From an optimization exercise on the open Yosys and OpenROAD flow, aimed at small area, a short achievable clock period and few clock cycles per item; shortcuts taken in it are not production practice.
At most, simulation tests tie the RTL to the original design; equivalence was not proved.
Only the layout flow was run in run 2; the RTL was not checked for function there.
Power is estimated from default activity; no workload was simulated.

### run.sh
#!/bin/bash
# synth_recipe.tcl (not shown) runs the flow's synth.tcl, then flattens the netlist and writes it again
# the make line also repeats each setting of config.mk as NAME=value (left out here)
make -C /OpenROAD-flow-scripts/flow DESIGN_CONFIG=/design/flow/config.mk WORK_HOME=/design/flow/orfs CLKGATE_MAP_FILE= SYNTH_SCRIPT=/design/flow/synth_recipe.tcl finish
### config.mk
export PLATFORM = sky130hd
export DESIGN_NAME = conv_top
export DESIGN_NICKNAME = conv_top
export VERILOG_FILES = /design/flow/design.v
export SDC_FILE = /design/flow/constraint.sdc
export NUM_CORES = 8
export LEC_CHECK = 0
export CAP_MARGIN = 20
export CORE_MARGIN = 2
export CORE_UTILIZATION = 65
export CTS_BUF_LIST = sky130_fd_sc_hd__clkbuf_8
export CTS_CLUSTER_DIAMETER = 50
export CTS_CLUSTER_SIZE = 18
export SETUP_SLACK_MARGIN = 5
export SLEW_MARGIN = 20
### constraint.sdc
create_clock -name core_clock -period 11.0 [get_ports {clk}]
set_input_delay 2.2000 -clock core_clock [delete_from_list [all_inputs] [get_ports {clk}]]
set_output_delay 2.2000 -clock core_clock [all_outputs]
set_load 0.01 [all_outputs]
### design.v
`default_nettype none
package cnn_pkg;
	localparam int PIX_W = 8;
	localparam int WGT_W = 4;
	localparam int N_CH = 4;
	localparam int PATCH = 4;
	localparam int KSIZE = 3;
	localparam int N_POS = 4;
	localparam int FEAT_W = 8;
	localparam int FEAT_MAX = 127;
	localparam int ACC_DEFAULT = 20;
	localparam int ADDR_W = 6;
	localparam logic [ADDR_W-1:0] REG_PIX_BASE = ADDR_W'(0);
	localparam logic [ADDR_W-1:0] REG_WGT_BASE = ADDR_W'(16);
	localparam logic [ADDR_W-1:0] REG_BIAS = ADDR_W'(28);
	localparam logic [ADDR_W-1:0] REG_CMD = ADDR_W'(29);
	localparam logic [ADDR_W-1:0] REG_STATUS = ADDR_W'(30);
	localparam logic [ADDR_W-1:0] REG_FEAT = ADDR_W'(31);
	localparam logic [ADDR_W-1:0] REG_MAX = ADDR_W'(32);
	typedef enum logic [1:0] {
		CMD_NOP = 2'd0,
		CMD_START = 2'd1,
		CMD_CLEAR = 2'd2
	} cmd_e;
	typedef enum logic [2:0] {
		S_IDLE,
		S_WINDOW,
		S_MAC,
		S_QUANT,
		S_POOL,
		S_DONE
	} run_state_e;
endpackage
`default_nettype wire
`default_nettype none
module kernel_mac (
	input  logic [8:0]  a0, a1, a2,
	input  logic [4:0]  b0, b1, b2,
	input  logic [17:0] s_i,
	input  logic [17:0] c_i,
	output logic [17:0] s_o,
	output logic [17:0] c_o
);
	logic t0, t1, t2, t3, t4, t5, t6, t7, t8, t9, t10, t11, t12, t13, t14, t15;
	logic t16, t17, t18, t19, t20, t21, t22, t23, t24, t25, t26, t27, t28, t29, t30, t31;
	logic t32, t33, t34, t35, t36, t37, t38, t39, t40, t41, t42, t43, t44, t45, t46, t47;
	logic t48, t49, t50, t51, t52, t53, t54, t55, t56, t57, t58, t59, t60, t61, t62, t63;
	logic t64, t65, t66, t67, t68, t69, t70, t71, t72, t73, t74, t75, t76, t77, t78, t79;
	logic t80, t81, t82, t83, t84, t85, t86, t87, t88, t89, t90, t91, t92, t93, t94, t95;
	logic t96, t97, t98, t99, t100, t101, t102, t103, t104, t105, t106, t107, t108, t109, t110, t111;
	logic t112, t113, t114, t115, t116, t117, t118, t119, t120, t121, t122, t123, t124, t125, t126, t127;
	logic t128, t129, t130, t131, t132, t133, t134, t135, t136, t137, t138, t139, t140, t141, t142, t143;
	logic t144, t145, t146, t147, t148, t149, t150, t151, t152, t153, t154, t155, t156, t157, t158, t159;
	logic t160, t161, t162, t163, t164, t165, t166, t167, t168, t169, t170, t171, t172, t173, t174, t175;
	logic t176, t177, t178, t179, t180, t181, t182, t183, t184, t185, t186, t187, t188, t189, t190, t191;
	logic t192, t193, t194, t195, t196, t197, t198, t199, t200, t201, t202, t203, t204, t205, t206, t207;
	logic t208, t209, t210, t211, t212, t213, t214, t215, t216, t217, t218, t219, t220, t221, t222, t223;
	logic t224, t225, t226, t227, t228, t229, t230, t231, t232, t233, t234, t235, t236, t237, t238, t239;
	logic t240, t241, t242, t243, t244, t245, t246, t247, t248, t249, t250, t251, t252, t253, t254, t255;
	logic t256, t257, t258, t259, t260, t261, t262, t263, t264, t265, t266, t267, t268, t269, t270, t271;
	logic t272, t273, t274, t275, t276, t277, t278, t279, t280, t281, t282, t283, t284, t285, t286, t287;
	logic t288, t289, t290, t291, t292, t293, t294, t295, t296, t297, t298, t299, t300, t301, t302, t303;
	logic t304, t305, t306, t307, t308, t309;
	assign t0 = (a0[3] & b0[0]) ^ (a0[2] & b0[1]);
	assign t1 = (a0[3] & b0[0]) & (a0[2] & b0[1]);
	assign t2 = (a0[4] & b0[0]) ^ (a0[3] & b0[1]) ^ (a0[2] & b0[2]);
	assign t3 = ((a0[4] & b0[0]) & (a0[3] & b0[1])) | ((a0[2] & b0[2]) & ((a0[4] & b0[0]) ^ (a0[3] & b0[1])));
	assign t4 = (a0[1] & b0[3]) ^ ~(a0[0] & b0[4]) ^ (a1[4] & b1[0]);
	assign t5 = ((a0[1] & b0[3]) & ~(a0[0] & b0[4])) | ((a1[4] & b1[0]) & ((a0[1] & b0[3]) ^ ~(a0[0] & b0[4])));
	assign t6 = (a1[3] & b1[1]) ^ (a1[2] & b1[2]) ^ (a1[1] & b1[3]);
	assign t7 = ((a1[3] & b1[1]) & (a1[2] & b1[2])) | ((a1[1] & b1[3]) & ((a1[3] & b1[1]) ^ (a1[2] & b1[2])));
	assign t8 = (a0[5] & b0[0]) ^ (a0[4] & b0[1]) ^ (a0[3] & b0[2]);
	assign t9 = ((a0[5] & b0[0]) & (a0[4] & b0[1])) | ((a0[3] & b0[2]) & ((a0[5] & b0[0]) ^ (a0[4] & b0[1])));
	assign t10 = (a0[2] & b0[3]) ^ ~(a0[1] & b0[4]) ^ (a1[5] & b1[0]);
	assign t11 = ((a0[2] & b0[3]) & ~(a0[1] & b0[4])) | ((a1[5] & b1[0]) & ((a0[2] & b0[3]) ^ ~(a0[1] & b0[4])));
	assign t12 = (a1[4] & b1[1]) ^ (a1[3] & b1[2]) ^ (a1[2] & b1[3]);
	assign t13 = ((a1[4] & b1[1]) & (a1[3] & b1[2])) | ((a1[2] & b1[3]) & ((a1[4] & b1[1]) ^ (a1[3] & b1[2])));
	assign t14 = ~(a1[1] & b1[4]) ^ (a2[5] & b2[0]) ^ (a2[4] & b2[1]);
	assign t15 = (~(a1[1] & b1[4]) & (a2[5] & b2[0])) | ((a2[4] & b2[1]) & (~(a1[1] & b1[4]) ^ (a2[5] & b2[0])));
	assign t16 = (a0[6] & b0[0]) ^ (a0[5] & b0[1]) ^ (a0[4] & b0[2]);
	assign t17 = ((a0[6] & b0[0]) & (a0[5] & b0[1])) | ((a0[4] & b0[2]) & ((a0[6] & b0[0]) ^ (a0[5] & b0[1])));
	assign t18 = (a0[3] & b0[3]) ^ ~(a0[2] & b0[4]) ^ (a1[6] & b1[0]);
	assign t19 = ((a0[3] & b0[3]) & ~(a0[2] & b0[4])) | ((a1[6] & b1[0]) & ((a0[3] & b0[3]) ^ ~(a0[2] & b0[4])));
	assign t20 = (a1[5] & b1[1]) ^ (a1[4] & b1[2]) ^ (a1[3] & b1[3]);
	assign t21 = ((a1[5] & b1[1]) & (a1[4] & b1[2])) | ((a1[3] & b1[3]) & ((a1[5] & b1[1]) ^ (a1[4] & b1[2])));
	assign t22 = ~(a1[2] & b1[4]) ^ (a2[6] & b2[0]) ^ (a2[5] & b2[1]);
	assign t23 = (~(a1[2] & b1[4]) & (a2[6] & b2[0])) | ((a2[5] & b2[1]) & (~(a1[2] & b1[4]) ^ (a2[6] & b2[0])));
	assign t24 = (a0[7] & b0[0]) ^ (a0[6] & b0[1]) ^ (a0[5] & b0[2]);
	assign t25 = ((a0[7] & b0[0]) & (a0[6] & b0[1])) | ((a0[5] & b0[2]) & ((a0[7] & b0[0]) ^ (a0[6] & b0[1])));
	assign t26 = (a0[4] & b0[3]) ^ ~(a0[3] & b0[4]) ^ (a1[7] & b1[0]);
	assign t27 = ((a0[4] & b0[3]) & ~(a0[3] & b0[4])) | ((a1[7] & b1[0]) & ((a0[4] & b0[3]) ^ ~(a0[3] & b0[4])));
	assign t28 = (a1[6] & b1[1]) ^ (a1[5] & b1[2]) ^ (a1[4] & b1[3]);
	assign t29 = ((a1[6] & b1[1]) & (a1[5] & b1[2])) | ((a1[4] & b1[3]) & ((a1[6] & b1[1]) ^ (a1[5] & b1[2])));
	assign t30 = ~(a1[3] & b1[4]) ^ (a2[7] & b2[0]) ^ (a2[6] & b2[1]);
	assign t31 = (~(a1[3] & b1[4]) & (a2[7] & b2[0])) | ((a2[6] & b2[1]) & (~(a1[3] & b1[4]) ^ (a2[7] & b2[0])));
	assign t32 = ~(a0[8] & b0[0]) ^ (a0[7] & b0[1]) ^ (a0[6] & b0[2]);
	assign t33 = (~(a0[8] & b0[0]) & (a0[7] & b0[1])) | ((a0[6] & b0[2]) & (~(a0[8] & b0[0]) ^ (a0[7] & b0[1])));
	assign t34 = (a0[5] & b0[3]) ^ ~(a0[4] & b0[4]) ^ ~(a1[8] & b1[0]);
	assign t35 = ((a0[5] & b0[3]) & ~(a0[4] & b0[4])) | (~(a1[8] & b1[0]) & ((a0[5] & b0[3]) ^ ~(a0[4] & b0[4])));
	assign t36 = (a1[7] & b1[1]) ^ (a1[6] & b1[2]) ^ (a1[5] & b1[3]);
	assign t37 = ((a1[7] & b1[1]) & (a1[6] & b1[2])) | ((a1[5] & b1[3]) & ((a1[7] & b1[1]) ^ (a1[6] & b1[2])));
	assign t38 = ~(a1[4] & b1[4]) ^ ~(a2[8] & b2[0]) ^ (a2[7] & b2[1]);
	assign t39 = (~(a1[4] & b1[4]) & ~(a2[8] & b2[0])) | ((a2[7] & b2[1]) & (~(a1[4] & b1[4]) ^ ~(a2[8] & b2[0])));
	assign t40 = (a2[6] & b2[2]) ^ (a2[5] & b2[3]);
	assign t41 = (a2[6] & b2[2]) & (a2[5] & b2[3]);
	assign t42 = ~(a0[8] & b0[1]) ^ (a0[7] & b0[2]) ^ (a0[6] & b0[3]);
	assign t43 = (~(a0[8] & b0[1]) & (a0[7] & b0[2])) | ((a0[6] & b0[3]) & (~(a0[8] & b0[1]) ^ (a0[7] & b0[2])));
	assign t44 = ~(a0[5] & b0[4]) ^ ~(a1[8] & b1[1]) ^ (a1[7] & b1[2]);
	assign t45 = (~(a0[5] & b0[4]) & ~(a1[8] & b1[1])) | ((a1[7] & b1[2]) & (~(a0[5] & b0[4]) ^ ~(a1[8] & b1[1])));
	assign t46 = (a1[6] & b1[3]) ^ ~(a1[5] & b1[4]) ^ ~(a2[8] & b2[1]);
	assign t47 = ((a1[6] & b1[3]) & ~(a1[5] & b1[4])) | (~(a2[8] & b2[1]) & ((a1[6] & b1[3]) ^ ~(a1[5] & b1[4])));
	assign t48 = (a2[7] & b2[2]) ^ (a2[6] & b2[3]);
	assign t49 = (a2[7] & b2[2]) & (a2[6] & b2[3]);
	assign t50 = ~(a0[8] & b0[2]) ^ (a0[7] & b0[3]) ^ ~(a0[6] & b0[4]);
	assign t51 = (~(a0[8] & b0[2]) & (a0[7] & b0[3])) | (~(a0[6] & b0[4]) & (~(a0[8] & b0[2]) ^ (a0[7] & b0[3])));
	assign t52 = (a0[2] & b0[0]) ^ (a0[1] & b0[1]) ^ (a0[0] & b0[2]);
	assign t53 = ((a0[2] & b0[0]) & (a0[1] & b0[1])) | ((a0[0] & b0[2]) & ((a0[2] & b0[0]) ^ (a0[1] & b0[1])));
	assign t54 = (a0[1] & b0[2]) ^ (a0[0] & b0[3]) ^ (a1[3] & b1[0]);
	assign t55 = ((a0[1] & b0[2]) & (a0[0] & b0[3])) | ((a1[3] & b1[0]) & ((a0[1] & b0[2]) ^ (a0[0] & b0[3])));
	assign t56 = (a1[2] & b1[1]) ^ (a1[1] & b1[2]) ^ (a1[0] & b1[3]);
	assign t57 = ((a1[2] & b1[1]) & (a1[1] & b1[2])) | ((a1[0] & b1[3]) & ((a1[2] & b1[1]) ^ (a1[1] & b1[2])));
	assign t58 = (a2[3] & b2[0]) ^ (a2[2] & b2[1]);
	assign t59 = (a2[3] & b2[0]) & (a2[2] & b2[1]);
	assign t60 = ~(a1[0] & b1[4]) ^ (a2[4] & b2[0]) ^ (a2[3] & b2[1]);
	assign t61 = (~(a1[0] & b1[4]) & (a2[4] & b2[0])) | ((a2[3] & b2[1]) & (~(a1[0] & b1[4]) ^ (a2[4] & b2[0])));
	assign t62 = (a2[2] & b2[2]) ^ (a2[1] & b2[3]) ^ ~(a2[0] & b2[4]);
	assign t63 = ((a2[2] & b2[2]) & (a2[1] & b2[3])) | (~(a2[0] & b2[4]) & ((a2[2] & b2[2]) ^ (a2[1] & b2[3])));
	assign t64 = s_i[4] ^ c_i[4] ^ 1'b1;
	assign t65 = (s_i[4] & c_i[4]) | (1'b1 & (s_i[4] ^ c_i[4]));
	assign t66 = t1 ^ t2;
	assign t67 = t1 & t2;
	assign t68 = (a2[3] & b2[2]) ^ (a2[2] & b2[3]) ^ ~(a2[1] & b2[4]);
	assign t69 = ((a2[3] & b2[2]) & (a2[2] & b2[3])) | (~(a2[1] & b2[4]) & ((a2[3] & b2[2]) ^ (a2[2] & b2[3])));
	assign t70 = s_i[5] ^ c_i[5] ^ 1'b1;
	assign t71 = (s_i[5] & c_i[5]) | (1'b1 & (s_i[5] ^ c_i[5]));
	assign t72 = t3 ^ t5 ^ t7;
	assign t73 = (t3 & t5) | (t7 & (t3 ^ t5));
	assign t74 = t8 ^ t10 ^ t12;
	assign t75 = (t8 & t10) | (t12 & (t8 ^ t10));
	assign t76 = (a2[4] & b2[2]) ^ (a2[3] & b2[3]) ^ ~(a2[2] & b2[4]);
	assign t77 = ((a2[4] & b2[2]) & (a2[3] & b2[3])) | (~(a2[2] & b2[4]) & ((a2[4] & b2[2]) ^ (a2[3] & b2[3])));
	assign t78 = s_i[6] ^ c_i[6] ^ t9;
	assign t79 = (s_i[6] & c_i[6]) | (t9 & (s_i[6] ^ c_i[6]));
	assign t80 = t11 ^ t13 ^ t15;
	assign t81 = (t11 & t13) | (t15 & (t11 ^ t13));
	assign t82 = t16 ^ t18 ^ t20;
	assign t83 = (t16 & t18) | (t20 & (t16 ^ t18));
	assign t84 = (a2[5] & b2[2]) ^ (a2[4] & b2[3]) ^ ~(a2[3] & b2[4]);
	assign t85 = ((a2[5] & b2[2]) & (a2[4] & b2[3])) | (~(a2[3] & b2[4]) & ((a2[5] & b2[2]) ^ (a2[4] & b2[3])));
	assign t86 = s_i[7] ^ c_i[7] ^ t17;
	assign t87 = (s_i[7] & c_i[7]) | (t17 & (s_i[7] ^ c_i[7]));
	assign t88 = t19 ^ t21 ^ t23;
	assign t89 = (t19 & t21) | (t23 & (t19 ^ t21));
	assign t90 = t24 ^ t26 ^ t28;
	assign t91 = (t24 & t26) | (t28 & (t24 ^ t26));
	assign t92 = ~(a2[4] & b2[4]) ^ s_i[8] ^ c_i[8];
	assign t93 = (~(a2[4] & b2[4]) & s_i[8]) | (c_i[8] & (~(a2[4] & b2[4]) ^ s_i[8]));
	assign t94 = 1'b1 ^ t25 ^ t27;
	assign t95 = (1'b1 & t25) | (t27 & (1'b1 ^ t25));
	assign t96 = t29 ^ t31 ^ t32;
	assign t97 = (t29 & t31) | (t32 & (t29 ^ t31));
	assign t98 = t34 ^ t36 ^ t38;
	assign t99 = (t34 & t36) | (t38 & (t34 ^ t36));
	assign t100 = ~(a2[5] & b2[4]) ^ s_i[9] ^ c_i[9];
	assign t101 = (~(a2[5] & b2[4]) & s_i[9]) | (c_i[9] & (~(a2[5] & b2[4]) ^ s_i[9]));
	assign t102 = 1'b1 ^ t33 ^ t35;
	assign t103 = (1'b1 & t33) | (t35 & (1'b1 ^ t33));
	assign t104 = t37 ^ t39 ^ t41;
	assign t105 = (t37 & t39) | (t41 & (t37 ^ t39));
	assign t106 = t42 ^ t44 ^ t46;
	assign t107 = (t42 & t44) | (t46 & (t42 ^ t44));
	assign t108 = ~(a1[8] & b1[2]) ^ (a1[7] & b1[3]) ^ ~(a1[6] & b1[4]);
	assign t109 = (~(a1[8] & b1[2]) & (a1[7] & b1[3])) | (~(a1[6] & b1[4]) & (~(a1[8] & b1[2]) ^ (a1[7] & b1[3])));
	assign t110 = ~(a2[8] & b2[2]) ^ (a2[7] & b2[3]) ^ ~(a2[6] & b2[4]);
	assign t111 = (~(a2[8] & b2[2]) & (a2[7] & b2[3])) | (~(a2[6] & b2[4]) & (~(a2[8] & b2[2]) ^ (a2[7] & b2[3])));
	assign t112 = s_i[10] ^ c_i[10] ^ t43;
	assign t113 = (s_i[10] & c_i[10]) | (t43 & (s_i[10] ^ c_i[10]));
	assign t114 = t45 ^ t47 ^ t49;
	assign t115 = (t45 & t47) | (t49 & (t45 ^ t47));
	assign t116 = ~(a0[8] & b0[3]) ^ ~(a0[7] & b0[4]) ^ ~(a1[8] & b1[3]);
	assign t117 = (~(a0[8] & b0[3]) & ~(a0[7] & b0[4])) | (~(a1[8] & b1[3]) & (~(a0[8] & b0[3]) ^ ~(a0[7] & b0[4])));
	assign t118 = ~(a1[7] & b1[4]) ^ ~(a2[8] & b2[3]) ^ ~(a2[7] & b2[4]);
	assign t119 = (~(a1[7] & b1[4]) & ~(a2[8] & b2[3])) | (~(a2[7] & b2[4]) & (~(a1[7] & b1[4]) ^ ~(a2[8] & b2[3])));
	assign t120 = (a0[1] & b0[0]) ^ (a0[0] & b0[1]) ^ (a1[1] & b1[0]);
	assign t121 = ((a0[1] & b0[0]) & (a0[0] & b0[1])) | ((a1[1] & b1[0]) & ((a0[1] & b0[0]) ^ (a0[0] & b0[1])));
	assign t122 = (a1[2] & b1[0]) ^ (a1[1] & b1[1]) ^ (a1[0] & b1[2]);
	assign t123 = ((a1[2] & b1[0]) & (a1[1] & b1[1])) | ((a1[0] & b1[2]) & ((a1[2] & b1[0]) ^ (a1[1] & b1[1])));
	assign t124 = (a2[2] & b2[0]) ^ (a2[1] & b2[1]) ^ (a2[0] & b2[2]);
	assign t125 = ((a2[2] & b2[0]) & (a2[1] & b2[1])) | ((a2[0] & b2[2]) & ((a2[2] & b2[0]) ^ (a2[1] & b2[1])));
	assign t126 = (a2[1] & b2[2]) ^ (a2[0] & b2[3]) ^ s_i[3];
	assign t127 = ((a2[1] & b2[2]) & (a2[0] & b2[3])) | (s_i[3] & ((a2[1] & b2[2]) ^ (a2[0] & b2[3])));
	assign t128 = c_i[3] ^ t0 ^ t53;
	assign t129 = (c_i[3] & t0) | (t53 & (c_i[3] ^ t0));
	assign t130 = t54 ^ t56;
	assign t131 = t54 & t56;
	assign t132 = t4 ^ t6 ^ t55;
	assign t133 = (t4 & t6) | (t55 & (t4 ^ t6));
	assign t134 = t57 ^ t59 ^ t60;
	assign t135 = (t57 & t59) | (t60 & (t57 ^ t59));
	assign t136 = t62 ^ t64 ^ t66;
	assign t137 = (t62 & t64) | (t66 & (t62 ^ t64));
	assign t138 = t14 ^ t61 ^ t63;
	assign t139 = (t14 & t61) | (t63 & (t14 ^ t61));
	assign t140 = t65 ^ t67 ^ t68;
	assign t141 = (t65 & t67) | (t68 & (t65 ^ t67));
	assign t142 = t70 ^ t72 ^ t74;
	assign t143 = (t70 & t72) | (t74 & (t70 ^ t72));
	assign t144 = t22 ^ t69 ^ t71;
	assign t145 = (t22 & t69) | (t71 & (t22 ^ t69));
	assign t146 = t73 ^ t75 ^ t76;
	assign t147 = (t73 & t75) | (t76 & (t73 ^ t75));
	assign t148 = t78 ^ t80 ^ t82;
	assign t149 = (t78 & t80) | (t82 & (t78 ^ t80));
	assign t150 = t30 ^ t77 ^ t79;
	assign t151 = (t30 & t77) | (t79 & (t30 ^ t77));
	assign t152 = t81 ^ t83 ^ t84;
	assign t153 = (t81 & t83) | (t84 & (t81 ^ t83));
	assign t154 = t86 ^ t88 ^ t90;
	assign t155 = (t86 & t88) | (t90 & (t86 ^ t88));
	assign t156 = t40 ^ t85 ^ t87;
	assign t157 = (t40 & t85) | (t87 & (t40 ^ t85));
	assign t158 = t89 ^ t91 ^ t92;
	assign t159 = (t89 & t91) | (t92 & (t89 ^ t91));
	assign t160 = t94 ^ t96 ^ t98;
	assign t161 = (t94 & t96) | (t98 & (t94 ^ t96));
	assign t162 = t48 ^ t93 ^ t95;
	assign t163 = (t48 & t93) | (t95 & (t48 ^ t93));
	assign t164 = t97 ^ t99 ^ t100;
	assign t165 = (t97 & t99) | (t100 & (t97 ^ t99));
	assign t166 = t102 ^ t104 ^ t106;
	assign t167 = (t102 & t104) | (t106 & (t102 ^ t104));
	assign t168 = t50 ^ t101 ^ t103;
	assign t169 = (t50 & t101) | (t103 & (t50 ^ t101));
	assign t170 = t105 ^ t107 ^ t108;
	assign t171 = (t105 & t107) | (t108 & (t105 ^ t107));
	assign t172 = t110 ^ t112 ^ t114;
	assign t173 = (t110 & t112) | (t114 & (t110 ^ t112));
	assign t174 = s_i[11] ^ c_i[11] ^ t51;
	assign t175 = (s_i[11] & c_i[11]) | (t51 & (s_i[11] ^ c_i[11]));
	assign t176 = t109 ^ t111 ^ t113;
	assign t177 = (t109 & t111) | (t113 & (t109 ^ t111));
	assign t178 = t115 ^ t116 ^ t118;
	assign t179 = (t115 & t116) | (t118 & (t115 ^ t116));
	assign t180 = (a0[8] & b0[4]) ^ (a1[8] & b1[4]) ^ (a2[8] & b2[4]);
	assign t181 = ((a0[8] & b0[4]) & (a1[8] & b1[4])) | ((a2[8] & b2[4]) & ((a0[8] & b0[4]) ^ (a1[8] & b1[4])));
	assign t182 = s_i[12] ^ c_i[12] ^ t117;
	assign t183 = (s_i[12] & c_i[12]) | (t117 & (s_i[12] ^ c_i[12]));
	assign t184 = (a0[0] & b0[0]) ^ (a1[0] & b1[0]);
	assign t185 = (a0[0] & b0[0]) & (a1[0] & b1[0]);
	assign t186 = (a1[0] & b1[1]) ^ (a2[1] & b2[0]) ^ (a2[0] & b2[1]);
	assign t187 = ((a1[0] & b1[1]) & (a2[1] & b2[0])) | ((a2[0] & b2[1]) & ((a1[0] & b1[1]) ^ (a2[1] & b2[0])));
	assign t188 = s_i[1] ^ c_i[1];
	assign t189 = s_i[1] & c_i[1];
	assign t190 = s_i[2] ^ c_i[2] ^ t52;
	assign t191 = (s_i[2] & c_i[2]) | (t52 & (s_i[2] ^ c_i[2]));
	assign t192 = t121 ^ t122 ^ t124;
	assign t193 = (t121 & t122) | (t124 & (t121 ^ t122));
	assign t194 = t58 ^ t123 ^ t125;
	assign t195 = (t58 & t123) | (t125 & (t58 ^ t123));
	assign t196 = t126 ^ t128 ^ t130;
	assign t197 = (t126 & t128) | (t130 & (t126 ^ t128));
	assign t198 = t127 ^ t129 ^ t131;
	assign t199 = (t127 & t129) | (t131 & (t127 ^ t129));
	assign t200 = t132 ^ t134 ^ t136;
	assign t201 = (t132 & t134) | (t136 & (t132 ^ t134));
	assign t202 = t133 ^ t135 ^ t137;
	assign t203 = (t133 & t135) | (t137 & (t133 ^ t135));
	assign t204 = t138 ^ t140 ^ t142;
	assign t205 = (t138 & t140) | (t142 & (t138 ^ t140));
	assign t206 = t139 ^ t141 ^ t143;
	assign t207 = (t139 & t141) | (t143 & (t139 ^ t141));
	assign t208 = t144 ^ t146 ^ t148;
	assign t209 = (t144 & t146) | (t148 & (t144 ^ t146));
	assign t210 = t145 ^ t147 ^ t149;
	assign t211 = (t145 & t147) | (t149 & (t145 ^ t147));
	assign t212 = t150 ^ t152 ^ t154;
	assign t213 = (t150 & t152) | (t154 & (t150 ^ t152));
	assign t214 = t151 ^ t153 ^ t155;
	assign t215 = (t151 & t153) | (t155 & (t151 ^ t153));
	assign t216 = t156 ^ t158 ^ t160;
	assign t217 = (t156 & t158) | (t160 & (t156 ^ t158));
	assign t218 = t157 ^ t159 ^ t161;
	assign t219 = (t157 & t159) | (t161 & (t157 ^ t159));
	assign t220 = t162 ^ t164 ^ t166;
	assign t221 = (t162 & t164) | (t166 & (t162 ^ t164));
	assign t222 = t163 ^ t165 ^ t167;
	assign t223 = (t163 & t165) | (t167 & (t163 ^ t165));
	assign t224 = t168 ^ t170 ^ t172;
	assign t225 = (t168 & t170) | (t172 & (t168 ^ t170));
	assign t226 = t169 ^ t171 ^ t173;
	assign t227 = (t169 & t171) | (t173 & (t169 ^ t171));
	assign t228 = t174 ^ t176 ^ t178;
	assign t229 = (t174 & t176) | (t178 & (t174 ^ t176));
	assign t230 = t119 ^ t175 ^ t177;
	assign t231 = (t119 & t175) | (t177 & (t119 ^ t175));
	assign t232 = t179 ^ t180 ^ t182;
	assign t233 = (t179 & t180) | (t182 & (t179 ^ t180));
	assign t234 = s_i[13] ^ c_i[13] ^ 1'b1;
	assign t235 = (s_i[13] & c_i[13]) | (1'b1 & (s_i[13] ^ c_i[13]));
	assign t236 = t181 ^ t183;
	assign t237 = t181 & t183;
	assign t238 = (a2[0] & b2[0]) ^ s_i[0];
	assign t239 = (a2[0] & b2[0]) & s_i[0];
	assign t240 = t120 ^ t185 ^ t186;
	assign t241 = (t120 & t185) | (t186 & (t120 ^ t185));
	assign t242 = t187 ^ t189 ^ t190;
	assign t243 = (t187 & t189) | (t190 & (t187 ^ t189));
	assign t244 = t191 ^ t193 ^ t194;
	assign t245 = (t191 & t193) | (t194 & (t191 ^ t193));
	assign t246 = t195 ^ t197 ^ t198;
	assign t247 = (t195 & t197) | (t198 & (t195 ^ t197));
	assign t248 = t199 ^ t201 ^ t202;
	assign t249 = (t199 & t201) | (t202 & (t199 ^ t201));
	assign t250 = t203 ^ t205 ^ t206;
	assign t251 = (t203 & t205) | (t206 & (t203 ^ t205));
	assign t252 = t207 ^ t209 ^ t210;
	assign t253 = (t207 & t209) | (t210 & (t207 ^ t209));
	assign t254 = t211 ^ t213 ^ t214;
	assign t255 = (t211 & t213) | (t214 & (t211 ^ t213));
	assign t256 = t215 ^ t217 ^ t218;
	assign t257 = (t215 & t217) | (t218 & (t215 ^ t217));
	assign t258 = t219 ^ t221 ^ t222;
	assign t259 = (t219 & t221) | (t222 & (t219 ^ t221));
	assign t260 = t223 ^ t225 ^ t226;
	assign t261 = (t223 & t225) | (t226 & (t223 ^ t225));
	assign t262 = t227 ^ t229 ^ t230;
	assign t263 = (t227 & t229) | (t230 & (t227 ^ t229));
	assign t264 = t231 ^ t233 ^ t234;
	assign t265 = (t231 & t233) | (t234 & (t231 ^ t233));
	assign t266 = s_i[14] ^ c_i[14] ^ t235;
	assign t267 = (s_i[14] & c_i[14]) | (t235 & (s_i[14] ^ c_i[14]));
	assign t268 = s_i[15] ^ c_i[15];
	assign t269 = s_i[15] & c_i[15];
	assign t270 = s_i[16] ^ c_i[16];
	assign t271 = s_i[16] & c_i[16];
	assign t272 = s_i[17] ^ c_i[17];
	assign t273 = s_i[17] & c_i[17];
	assign t274 = c_i[0] ^ t184;
	assign t275 = c_i[0] & t184;
	assign t276 = t188 ^ t239 ^ t240;
	assign t277 = (t188 & t239) | (t240 & (t188 ^ t239));
	assign t278 = t192 ^ t241 ^ t242;
	assign t279 = (t192 & t241) | (t242 & (t192 ^ t241));
	assign t280 = t196 ^ t243 ^ t244;
	assign t281 = (t196 & t243) | (t244 & (t196 ^ t243));
	assign t282 = t200 ^ t245 ^ t246;
	assign t283 = (t200 & t245) | (t246 & (t200 ^ t245));
	assign t284 = t204 ^ t247 ^ t248;
	assign t285 = (t204 & t247) | (t248 & (t204 ^ t247));
	assign t286 = t208 ^ t249 ^ t250;
	assign t287 = (t208 & t249) | (t250 & (t208 ^ t249));
	assign t288 = t212 ^ t251 ^ t252;
	assign t289 = (t212 & t251) | (t252 & (t212 ^ t251));
	assign t290 = t216 ^ t253 ^ t254;
	assign t291 = (t216 & t253) | (t254 & (t216 ^ t253));
	assign t292 = t220 ^ t255 ^ t256;
	assign t293 = (t220 & t255) | (t256 & (t220 ^ t255));
	assign t294 = t224 ^ t257 ^ t258;
	assign t295 = (t224 & t257) | (t258 & (t224 ^ t257));
	assign t296 = t228 ^ t259 ^ t260;
	assign t297 = (t228 & t259) | (t260 & (t228 ^ t259));
	assign t298 = t232 ^ t261 ^ t262;
	assign t299 = (t232 & t261) | (t262 & (t232 ^ t261));
	assign t300 = t236 ^ t263 ^ t264;
	assign t301 = (t236 & t263) | (t264 & (t236 ^ t263));
	assign t302 = t237 ^ t265 ^ t266;
	assign t303 = (t237 & t265) | (t266 & (t237 ^ t265));
	assign t304 = 1'b1 ^ t267 ^ t268;
	assign t305 = (1'b1 & t267) | (t268 & (1'b1 ^ t267));
	assign t306 = 1'b1 ^ t269 ^ t270;
	assign t307 = (1'b1 & t269) | (t270 & (1'b1 ^ t269));
	assign t308 = 1'b1 ^ t271 ^ t272;
	assign t309 = (1'b1 & t271) | (t272 & (1'b1 ^ t271));
	assign s_o = {t307, t305, t303, t301, t299, t297, t295, t293, t291, t289, t287, t285, t283, t281, t279, t277, t275, t238};
	assign c_o = {t308, t306, t304, t302, t300, t298, t296, t294, t292, t290, t288, t286, t284, t282, t280, t278, t276, t274};
endmodule
`default_nettype wire
`default_nettype none
module conv_top (
	input  logic        clk,
	input  logic        rst_n,
	input  logic        wb_cyc_i,
	input  logic        wb_stb_i,
	input  logic        wb_we_i,
	input  logic [5:0]  wb_adr_i,
	input  logic [31:0] wb_dat_i,
	output logic [31:0] wb_dat_o,
	output logic        wb_ack_o
);
	logic go, go2;
	logic done_q;
	logic req, wr, pix_w, wgt_w, bias_w, cmd_w, start_cmd, clear_cmd;
	logic max_wait;
	assign req = wb_cyc_i && wb_stb_i;
	assign wb_ack_o = req && !(max_wait && wb_adr_i == 6'd32);
	assign wr = req && wb_we_i && rst_n;
	assign max_wait = go || go2;
	assign pix_w = wr && wb_adr_i[5:4] == 2'b00;
	assign wgt_w = wr && wb_adr_i >= 6'd16 && wb_adr_i <= 6'd27;
	assign bias_w = wr && wb_adr_i == 6'd28;
	assign cmd_w = wr && wb_adr_i == 6'd29 && wb_dat_i[31:2] == 30'd0;
	assign start_cmd = cmd_w && wb_dat_i[1:0] == 2'd1;
	assign clear_cmd = cmd_w && wb_dat_i[1:0] == 2'd2;
	logic [15:0] sp0, sp1;
	logic [11:0] sw0, sw1;
	always_comb begin
		sp0 = '0;
		sp1 = '0;
		sw0 = '0;
		sw1 = '0;
		for (int ch = 0; ch < 4; ch++) begin
			for (int r = 0; r < 4; r++) begin
				if (wb_adr_i == 6'(ch * 4 + r)) begin
					sp0[ch * 4 + r] = 1'b1;
					if (r < 3) sw0[ch * 3 + r] = 1'b1;
					if (r > 0) sw1[ch * 3 + r - 1] = 1'b1;
				end
			end
			for (int kr = 0; kr < 3; kr++) begin
				if (wb_adr_i == 6'(16 + ch * 3 + kr)) begin
					sp0[ch * 4 + kr] = 1'b1;
					sp1[ch * 4 + kr + 1] = 1'b1;
					sw0[ch * 3 + kr] = 1'b1;
				end
			end
		end
	end
	logic [31:0] pix [16];
	logic [15:0] pix_v;
	logic [11:0] wgt [12];
	logic [11:0] wgt_v;
	logic signed [3:0] bias;
	always_ff @(posedge clk) begin
		for (int i = 0; i < 16; i++)
			if (wr && wb_adr_i == 6'(i)) pix[i] <= wb_dat_i;
		for (int i = 0; i < 12; i++)
			if (wr && wb_adr_i == 6'(16 + i)) wgt[i] <= wb_dat_i[11:0];
	end
	always_ff @(posedge clk) begin
		if (!rst_n) begin
			pix_v <= '0;
			wgt_v <= '0;
			bias <= '0;
		end else begin
			for (int i = 0; i < 16; i++)
				if (wr && wb_adr_i == 6'(i)) pix_v[i] <= 1'b1;
			for (int i = 0; i < 12; i++)
				if (wr && wb_adr_i == 6'(16 + i)) wgt_v[i] <= 1'b1;
			if (bias_w) bias <= wb_dat_i[3:0];
		end
	end
	logic [31:0] prow0, prow1;
	logic [11:0] wrow0, wrow1;
	logic        q_pix, q_wgt;
	logic [31:0] x0_q, x1_q;
	logic [11:0] y0_q, y1_q;
	always_comb begin
		prow0 = '0;
		prow1 = '0;
		wrow0 = '0;
		wrow1 = '0;
		for (int i = 0; i < 16; i++) begin
			prow0 = prow0 | ({32{sp0[i] & pix_v[i]}} & pix[i]);
			prow1 = prow1 | ({32{sp1[i] & pix_v[i]}} & pix[i]);
		end
		for (int i = 0; i < 12; i++) begin
			wrow0 = wrow0 | ({12{sw0[i] & wgt_v[i]}} & wgt[i]);
			wrow1 = wrow1 | ({12{sw1[i] & wgt_v[i]}} & wgt[i]);
		end
	end
	always_ff @(posedge clk) begin
		if (!rst_n) begin
			q_pix <= 1'b0;
			q_wgt <= 1'b0;
		end else begin
			q_pix <= pix_w;
			q_wgt <= wgt_w;
		end
	end
	always_ff @(posedge clk) begin
		x0_q <= pix_w ? wb_dat_i : prow0;
		x1_q <= pix_w ? prow0 : prow1;
		y0_q <= pix_w ? wrow0 : wb_dat_i[11:0];
		y1_q <= pix_w ? wrow1 : wrow0;
	end
	logic [8:0] a [2][4];
	logic [4:0] b [2][3];
	always_comb begin
		for (int x = 0; x < 4; x++) begin
			if (q_pix) begin
				a[0][x] = {1'b0, x0_q[(3-x)*8 +: 8]} - {1'b0, x1_q[(3-x)*8 +: 8]};
				a[1][x] = a[0][x];
			end else begin
				a[0][x] = {1'b0, x0_q[(3-x)*8 +: 8]};
				a[1][x] = {1'b0, x1_q[(3-x)*8 +: 8]};
			end
		end
		for (int c = 0; c < 3; c++) begin
			if (q_pix) begin
				b[0][c] = {y0_q[(2-c)*4+3], y0_q[(2-c)*4 +: 4]};
				b[1][c] = {y1_q[(2-c)*4+3], y1_q[(2-c)*4 +: 4]};
			end else if (q_wgt) begin
				b[0][c] = {y0_q[(2-c)*4+3], y0_q[(2-c)*4 +: 4]}
					- {y1_q[(2-c)*4+3], y1_q[(2-c)*4 +: 4]};
				b[1][c] = b[0][c];
			end else begin
				b[0][c] = '0;
				b[1][c] = '0;
			end
		end
	end
	logic [17:0] acc_s [4];
	logic [17:0] acc_c [4];
	logic [17:0] nxt_s [4];
	logic [17:0] nxt_c [4];
	for (genvar p = 0; p < 4; p++) begin : g_pos
		kernel_mac u_mac (
			.a0(a[p/2][p%2]), .a1(a[p/2][p%2 + 1]), .a2(a[p/2][p%2 + 2]),
			.b0(b[p/2][0]), .b1(b[p/2][1]), .b2(b[p/2][2]),
			.s_i(fb_s[p]), .c_i(fb_c[p]), .s_o(nxt_s[p]), .c_o(nxt_c[p])
		);
	end
	logic rst_q;
	logic [17:0] fb_s [4];
	logic [17:0] fb_c [4];
	always_ff @(posedge clk) rst_q <= !rst_n;
	always_comb begin
		for (int p = 0; p < 4; p++) begin
			fb_s[p] = rst_q ? 18'd64 : acc_s[p];
			fb_c[p] = rst_q ? 18'd0 : acc_c[p];
		end
	end
	always_ff @(posedge clk) begin
		for (int p = 0; p < 4; p++) begin
			acc_s[p] <= nxt_s[p];
			acc_c[p] <= nxt_c[p];
		end
	end
	logic [6:0] feat [4];
	logic [6:0] fmax;
	always_ff @(posedge clk) begin
		if (!rst_n) begin
			go <= 1'b0;
			done_q <= 1'b0;
		end else begin
			go <= start_cmd;
			if (start_cmd) done_q <= 1'b1;
			else if (clear_cmd) done_q <= 1'b0;
		end
	end
	logic [6:0] fc [4];
	logic [6:0] fm;
	always_comb begin
		logic ge [4][4];
		for (int p = 0; p < 4; p++) begin
			logic [17:0] sum;
			logic [10:0] f;
			sum = acc_s[p] + acc_c[p] + {{7{bias[3]}}, bias, 7'd0};
			f = sum[17:7];
			fc[p] = f[10] ? 7'd0 : (f[9:7] != 3'd0 ? 7'd127 : f[6:0]);
		end
		for (int i = 0; i < 4; i++)
			for (int j = 0; j < 4; j++)
				ge[i][j] = feat[i] >= feat[j];
		if (ge[0][1] && ge[0][2] && ge[0][3]) fm = feat[0];
		else if (ge[1][2] && ge[1][3]) fm = feat[1];
		else if (ge[2][3]) fm = feat[2];
		else fm = feat[3];
	end
	always_ff @(posedge clk) begin
		if (!rst_n) begin
			for (int p = 0; p < 4; p++) feat[p] <= '0;
			fmax <= '0;
			go2 <= 1'b0;
		end else begin
			if (go) begin
				for (int p = 0; p < 4; p++) feat[p] <= fc[p];
			end
			if (go2) fmax <= fm;
			go2 <= go;
		end
	end
	always_comb begin
		case (wb_adr_i)
			6'd30: wb_dat_o = {30'd0, done_q, 1'b0};
			6'd31: wb_dat_o = {1'b0, feat[0], 1'b0, feat[1], 1'b0, feat[2], 1'b0, feat[3]};
			6'd32: wb_dat_o = {25'd0, fmax};
			default: wb_dat_o = '0;
		endcase
	end
endmodule
`default_nettype wire
==> results of run 1 <==
state kept, by name (all words and copies together), names as in the netlist:
name and flops:
pix 512, wgt 144, acc_c 72, acc_s 72, x0_q 32, x1_q 32, feat 28, pix_v 16
wgt_v 12, y0_q 12, y1_q 12, fmax 7, bias 4, done_q 1, go 1, go2 1
q_pix 1, q_wgt 1, rst_q 1
kinds of logic (layout without fill, tap and decap cells):
logic type / Yosys count / count (layout) / share of synthesized area
DFF: 961 / 961 / 0.4332
adders and majority gates: 832 / 832 / 0.2477
buffers and inverters: 883 / 1033 / 0.05804
other: 1 / 10 / 0.00006296
AOI/OAI and AO/OA: 982 / 982 / 0.1268
muxes: 69 / 69 / 0.01254
xor gates and xnor gates: 44 / 44 / 0.006596
and+or+nand+nor: 1319 / 1319 / 0.1150
where the power goes:
group	leakage [nW]	switching [mW]	internal (mW)
registers	8.39	0.130	4.05
logic	15.0	1.51	1.05
clock network	1.20	1.47	1.21
routing by layer:
layer  vias to the layer above  share of wire  routed length, um  GRT usage
li1                      18332              -                  -          -
met1                     21559           0.35              67750     0.5381
met2                      3304           0.44              84700     0.6206
met3                       782           0.13              25490     0.1052
met4                         4          0.072              13870     0.2522
met5                         -        0.00044                 84          0
critical path, cell delays in order:
cell and delay (ps):
clkdlybuf4s15_2 270, buf_12 200, nand2b_4 170, buf_12 170, nor3_4 150, buf_4 170, and2_1 140, clkdlybuf4s15_1 260
what timing repair did:
item | CTS | global route
pin swaps | 5 | 5
buffers inserted | 9 | 2
endpoints found under the setup margin | 94 | 69
cloned | 1 | 0
resized for setup | 108 | 24
through the flow:
stage,hold slack (ps),cells
after floorplan,418.1,5094
after global placement,424.1,6233
after detailed placement,433.6,6233
after CTS,456.2,6428
after global routing,479.9,6432
final,455.0,6436
area by class of cell:
class,count,area [um2],area share
multi-input cells,3250,30850,0.4765
well taps,1186,1484,0.02292
diodes,6,15.01,0.0002319
clock inverters,83,954.7,0.01475
inverters,624,2347,0.03626
flip-flops and latches,961,25810,0.3988
repair buffers,224,1872,0.02891
clock buffers,102,1404,0.02169
layout by cell type, fill, tap and decap left out, types with 15 or more instances in the layout:
master / synthesis / routed
nand3_1: 107 / 107
a31oi_1: 36 / 29
a22o_1: 56 / 56
and2_1: 24 / 24
a221oi_1: 93 / 93
clkdlybuf4s50_1: 0 / 34
xnor2_1: 28 / 28
buf_4: 9 / 147
nor4_1: 68 / 67
nand2b_1: 98 / 97
clkbuf_8: 0 / 102
dfxtp_1: 305 / 302
a21boi_1: 25 / 24
dlygate4sd2_1: 0 / 20
ha_1: 253 / 253
mux2i_1: 24 / 24
nor2_1: 465 / 441
xor2_1: 15 / 15
o21a_1: 49 / 49
nor2b_1: 99 / 97
nand4_1: 45 / 45
edfxtp_1: 656 / 656
o22ai_1: 17 / 17
fa_1: 579 / 579
mux2_2: 45 / 45
o21ai_0: 66 / 61
a222oi_1: 136 / 136
and3_1: 81 / 68
nor2_4: 0 / 15
nand2_1: 105 / 103
a21oi_1: 115 / 103
or2_2: 116 / 116
a21o_1: 39 / 38
nor3_1: 25 / 21
inv_1: 619 / 628
a22oi_1: 232 / 232
final timing paths:
| kind | from | endpoint | slack (ps) |
|---|---|---|---|
| max | wb_adr_i[5] | wb_dat_o[28] | 5050 |
| min | pix_v[8] | pix_v[8] | 450 |
| max reg2reg | x1_q[25] | acc_c[0][8] | 5130 |
| min reg2reg | pix_v[8] | pix_v[8] | 450 |
==> summary.md, run 1 <==
| Metric | Value |
|---|---|
| Run status | no timing/DRC/antenna violations |
| Num CTS Buffers | 98 |
| DR WL/cell | 29.82 um |
| Num rows | 111 |
| Hold buffers post-CTS | 0 |
| DP HPWL | 123400 um |
| Maximum VDD drop | 0.0001430 V |
| Worst Setup Slack post-DPL | 2607 ps |
| Post-Synthesis Cells | 5091 |
| Final non-filler cell area | 64740 um2 |
| H-tree depth | 3 |
| Count of final hold-check violations | 0 |
| Clock skew | 86.81 ps |
| HP Class | flip-flop to flip-flop |
| Initial antenna violation count | 10 |
| Die height | 306.7 um |
| Max Fclk | 168.1 MHz |
| Hold Crit Depth | 1 |
| Max-slew headroom | 0.1629 |
| Largest net degree at the start of global routing | 92 |
| GP Congestion | 0.9856 |
| Ys async rst share | 0 |
| RSZ-0062 raised after global routing | false |
| Yosys warns | 25 |
| Top post-synthesis cells by area | edfxtp_1 33%, fa_1 19%, dfxtp_1 10%, ha_1 5.3%, inv_1 3.9% |
| Synth-to-layout area growth | 8.679% |
| Layout cells sized above 1 | 0.1182 |
| Die area | 94080 um2 |
| Ports | 76 |
| Cell taking the most area after synthesis | edfxtp_1 |
| EDFF count, synth | 656 |
| Pwr Total | 9.416 mW |
| Antenna-violating nets left | 0 |
| Commonest cells post-synth | 656 x edfxtp_1, 619 x inv_1, 579 x fa_1 |
| Grt total ovfl | 0 |
| Top FF cell, synth | edfxtp_1 |
| CTS tree | yes |
| Worst R2R Path Depth | 17 |
| DR vias | 43981 |
| Tcrit/Tclk final | 0.5409 |
| Drt drc | 0 |
| LEAKAGE | 24.59 nW |
| Critical Path RT | 8800 ps |
| Clock slew at reported path FFs | 100 ps |
| Worst slew pin tran | 1247 ps |
| Detailed Routing Iterations Pass 1 | 10 |
| Clock latency (worst-skew pair) | 870 ps |
| Drt total wl | 191900 um |
| Period minus WS final | 5950 ps |
| Most frequent cell after synthesis | edfxtp_1 |
| CP Class | input pin to primary output |
| Layout Utilization | 0.7095 |
| Number of DRC markers in iteration 0 | 7000 |
| Critical path peak fanout | 14 |
| Post-DP Area | 62060 um2 |
| IO buf count | 71 |
| Total track usage | 0.4111 |
| Synthesized area per cell | 11.70 um2 |
| Layout fillers | 6609 |
| Maximum buffer depth of the clock tree | 3 |
| Crit path DAT | 3750 ps |
| Crit start category | input pin |
| Initial Util | 0.6528 |
| Root buffer cell | clkbuf_8 |
| Setup ws final | 5050 ps |
| Setup tns final | 0 ps |
| Clock Sink Count | 961 |
| Die Wd | 306.7 um |
| Mapped Area | 59570 um2 |
| Sequential share of the synthesized area | 0.4332 |
| First-pass GRT wire length | 281400 um |
| Max-Cap Viols | 0 |
| Via/cell ratio | 6.834 |
| Yosys reg bits | 961 |
| Synth top area share | 0.3307 |
| Core area | 91250 um2 |
| Max-slew violations | 0 |
| Yosys cell types | 85 |
| Final setup vio count | 0 |
| Vias in the first global route | 43613 |
| CP Capture Type | primary output |
| Fin nets | 6034 |
| PD cells | 145.5 nW/um2 |
Testbench counts, summed over its fixed seeds: cycles 11,761, jobs 512.
==> run 2: changes to the inputs <==
--- a/design.v
+++ b/design.v
@@ -488,11 +488,10 @@
 	always_comb begin
 		for (int x = 0; x < 4; x++) begin
-			if (q_pix) begin
-				a[0][x] = {1'b0, x0_q[(3-x)*8 +: 8]} - {1'b0, x1_q[(3-x)*8 +: 8]};
-				a[1][x] = a[0][x];
-			end else begin
-				a[0][x] = {1'b0, x0_q[(3-x)*8 +: 8]};
-				a[1][x] = {1'b0, x1_q[(3-x)*8 +: 8]};
-			end
+			logic [7:0] m0, s1, m1;
+			m0 = q_pix ? x1_q[(3-x)*8 +: 8] : 8'd0;
+			s1 = q_pix ? x0_q[(3-x)*8 +: 8] : x1_q[(3-x)*8 +: 8];
+			m1 = q_pix ? x1_q[(3-x)*8 +: 8] : 8'd0;
+			a[0][x] = {1'b0, x0_q[(3-x)*8 +: 8]} - {1'b0, m0};
+			a[1][x] = {1'b0, s1} - {1'b0, m1};
 		end
 		for (int c = 0; c < 3; c++) begin
--- a/config.mk
+++ b/config.mk
@@ -11,5 +11,5 @@
 export CTS_BUF_LIST = sky130_fd_sc_hd__clkbuf_8
 export CTS_CLUSTER_DIAMETER = 50
-export CTS_CLUSTER_SIZE = 18
+export CTS_CLUSTER_SIZE = 22
 export SETUP_SLACK_MARGIN = 5
 export SLEW_MARGIN = 20
==> run 2 against run 1 <==
  * Clock power is 2% lower
  * Global-route usage is 0.35 points lower
  * Area after synthesis is 1.7% higher
  * First-iteration DRC count is 2.2% lower
  * Critical path type unchanged
  * Critical endpoint is now wb_dat_o[27]
  * Largest cell class unchanged
  * Highest routed layer unchanged
==> summary.md, run 2 <==
| Metric | Value |
|---|---|
| Num CTS Buffers | 98 |
| Die Wd | 309.3 um |
| Grt total ovfl | 0 |
| Synthesized area per cell | 11.56 um2 |
| Die area | 95680 um2 |
| Hold Path End | pix_v[8] |
| Clock Sink Count | 961 |
| Layout fillers | 6521 |
| Maximum VDD drop | 0.0001600 V |
| Mapped Area | 60600 um2 |
| Final setup vio count | 0 |
| First-pass GRT wire length | 283600 um |
| Largest regs | pix: 512 flops, wgt: 144 flops |
| GP Congestion | 1.009 |
| Initial Util | 0.6581 |
| PD cells | 139.3 nW/um2 |
| Drt total wl | 193200 um |
| Hold Crit Depth | 1 |
| Initial antenna violation count | 11 |
| R2R Path Start | q_pix |
| Commonest non-fill, non-tap cells in the layout | 656 x edfxtp_1, 594 x inv_1, 579 x fa_1 |
| Period minus WS final | 5967 ps |
| Slowest cell delay on critical path | 540 ps |
| Max reg flops | 512 |
| CTS tree | yes |
| Die height | 309.3 um |
| Tcrit/Tclk final | 0.5425 |
| Min-delay src | pix_v[8] |
| Yosys reg bits | 961 |
| Worst slew pin tran | 1192 ps |
| DR WL/cell | 28.93 um |
| Max-slew headroom | 0.2029 |
| Maximum buffer depth of the clock tree | 3 |
| Yosys cell types | 89 |
| Synth top area share | 0.3251 |
| LEAKAGE | 25.85 nW |
| Core area | 92080 um2 |
| Total track usage | 0.4076 |
| Root buffer cell | clkbuf_8 |
| Top FF cell, synth | edfxtp_1 |
| Fin nets | 6252 |
| Ports | 76 |
| Via/cell ratio | 6.659 |
| Most frequent cell after synthesis | edfxtp_1 |
| Top post-synthesis cells by area | edfxtp_1 33%, fa_1 19%, dfxtp_1 10%, ha_1 5.8%, inv_1 3.6% |
| Synth-to-layout area growth | 9.674% |
| Max-slew violations | 0 |
| Reg2reg end | acc_c[1][8] |
| Vias in the first global route | 44749 |
| Setup tns final | 0 ps |
| Ys async rst share | 0 |
| Fin Hold WS | 454.3 ps |
| Worst path slowest cell | clkdlybuf4s50_1 |
| H-tree depth | 3 |
| Reg with most FFs | pix |
| Detailed Routing Iterations Pass 1 | 10 |
| Layout cells sized above 1 | 0.1138 |
| Post-Place Cells | 6432 |
| Critical-path cell list | buf_4 > nor2b_4 > and3_4 > and3_1 > clkdlybuf4s50_1 |
| DR vias | 44471 |
| Setup slack, reg-to-reg | 5120 ps |
| Antenna-violating nets left | 0 |
| Max Fclk | 167.6 MHz |
| Largest net degree at the start of global routing | 81 |
| Sequential cell area | 25810 um2 |
| IO buf count | 71 |
| Worst R2R Path Depth | 19 |
| Critical path peak fanout | 18 |
| Number of DRC markers in iteration 0 | 6849 |
| CP Class | input pin to primary output |
| Hold buffers post-CTS | 0 |
| Post-Synthesis Cells | 5243 |
| Sequential share of the synthesized area | 0.4259 |
| RSZ-0062 raised after global routing | true |
| CP Capture Type | primary output |
| DP HPWL | 127300 um |
| Run status | no timing/DRC/antenna violations |
| CP bufs+invs | 2 |
| Max-Cap Viols | 0 |
| Yosys warns | 25 |
| EDFF count, synth | 656 |
| Clock slew at reported path FFs | 100 ps |
| CP delay by family, top | buffers and inverters |
| Crit start category | input pin |
| Critical Path RT | 8800 ps |
| HP Class | flip-flop to flip-flop |
| Clock skew | 72.86 ps |
| Finished Layout Cells | 6678 |
| Drt drc | 0 |
| Commonest non-fill, non-tap cell in the layout | edfxtp_1 |
| Clock latency (worst-skew pair) | 820 ps |
| Crit path DAT | 3770 ps |
| Cell taking the most area after synthesis | edfxtp_1 |
| Count of final hold-check violations | 0 |
| Num rows | 111 |
| Multi-input logic area | 32310 um2 |
| Commonest cells post-synth | 656 x edfxtp_1, 589 x inv_1, 583 x fa_1 |
## run 2: worst max-delay path by stage
stage / cells after the start / to / slack, ps / startpoint
floorplan: 19 / acc_c[0][9] / 5010 / q_pix
global placement: 7 / wb_dat_o[1] / 2860 / wb_adr_i[4]
detailed placement: 6 / wb_dat_o[5] / 2680 / wb_adr_i[4]
CTS: 19 / acc_c[2][9] / 4970 / q_pix
global route: 21 / acc_c[2][8] / 4940 / q_pix
finish: 5 / wb_dat_o[27] / 5030 / wb_adr_i[4]
## run 2: area by class of cell
cell class                      instances  share of cell area
Clock buffer                          100             0.02071
Inverter                              590             0.03332
Sequential cell                       961              0.3884
Timing Repair Buffer                  239             0.03325
Antenna cell                            5           0.0001883
Clock inverter                         86             0.01459
Multi-Input combinational cell       3454              0.4861
Tap cell                             1243             0.02340
## run 2: cells by family (layout without fill, tap and decap cells)
kind of cell	count (synthesis)	in the layout	synth area share
and+or+nand+nor	1419	1419	0.1146
AOI/OAI and AO/OA	992	992	0.1260
DFF	961	961	0.4259
adders and majority gates	865	865	0.2508
buffers and inverters	831	1015	0.05443
xor gates and xnor gates	87	87	0.01258
muxes	87	87	0.01567
other	1	9	0.00006189
## run 2: per-stage QoR
stage | instance area, um2 | total power [mW] | util | setup slack (ps)
finish | 66460 | 9.260 | 0.7217 | 5033
global route | 66460 | 9.788 | 0.7217 | 4941
CTS | 65940 | 9.268 | 0.7161 | 4965
detailed placement | 62970 | 6.677 | 0.6839 | 2678
global placement | 62960 | 6.581 | 0.6838 | 2858
floorplan | 60680 | 6.002 | - | 5013
## run 2: per-layer routing
layer	up-vias	wire, um	track usage
met2	3322	86910	0.6435
met1	21645	68580	0.5158
li1	18720	-	-
met4	2	12960	0.2209
met3	782	24730	0.1107
met5	-	13	0
## run 2: report_power, final
part | total (mW) | internal (mW) | switching (mW)
sequential | 4.18 | 4.05 | 0.131
clock | 2.62 | 1.08 | 1.54
combinational | 2.46 | 1.03 | 1.43
total | 9.26 | 6.16 | 3.10
## run 2: what timing repair did
| action | 4_1_cts | 5_1_grt |
|---|---|---|
| endpoints found under the setup margin | 105 | 77 |
| pin swaps | 10 | 18 |
| buffers inserted | 32 | 17 |
| cloned | 4 | 1 |
| resized for setup | 103 | 84 |
| endpoints found under the hold margin | 0 | 0 |
## run 2: worst reg2reg max path: stages (launching register included)
cell     delay [ps]
dfxtp_4         430
buf_4           190
nand2_1         120
ha_1            290
a21o_1          170
a21o_1          200
a21o_1          180
a21o_2          270
and4_1          260
nor3_4          340
buf_12          160
nor2_1           40
fa_1            500
inv_1            50
fa_1            490
fa_1            470
fa_1            520
fa_1            540
inv_1            60
fa_1            490

==> re-timing with driven ports <==
The flow's constraints put no driver on any port. The routed layouts listed below were extracted and timed again, unchanged, in two steps. Step 1 assumes that a clkbuf_16 drives the clock port and a buf_2 every other input. Step 2 also shifts input and output timing later by t, the mid clock arrival at the registers, as if the neighbouring blocks saw the same clock. Three values: ideal ports, drivers, drivers and shift; two values: the first two.
run	t, ns	setup slack, ns	clock arrival spread, ns	worst register clock-pin slew, ns
run 1	0.885	5.050 / 4.917 / 4.917	0.087 / 0.087	0.12 / 0.12
run 2	0.851	5.033 / 4.957 / 4.865	0.081 / 0.080	0.12 / 0.12
After both steps setup and hold are still met in every run listed. For run 2, which loses most, drivers alone change the setup slack by -0.076 ns; drivers and shift together by -0.168 ns.
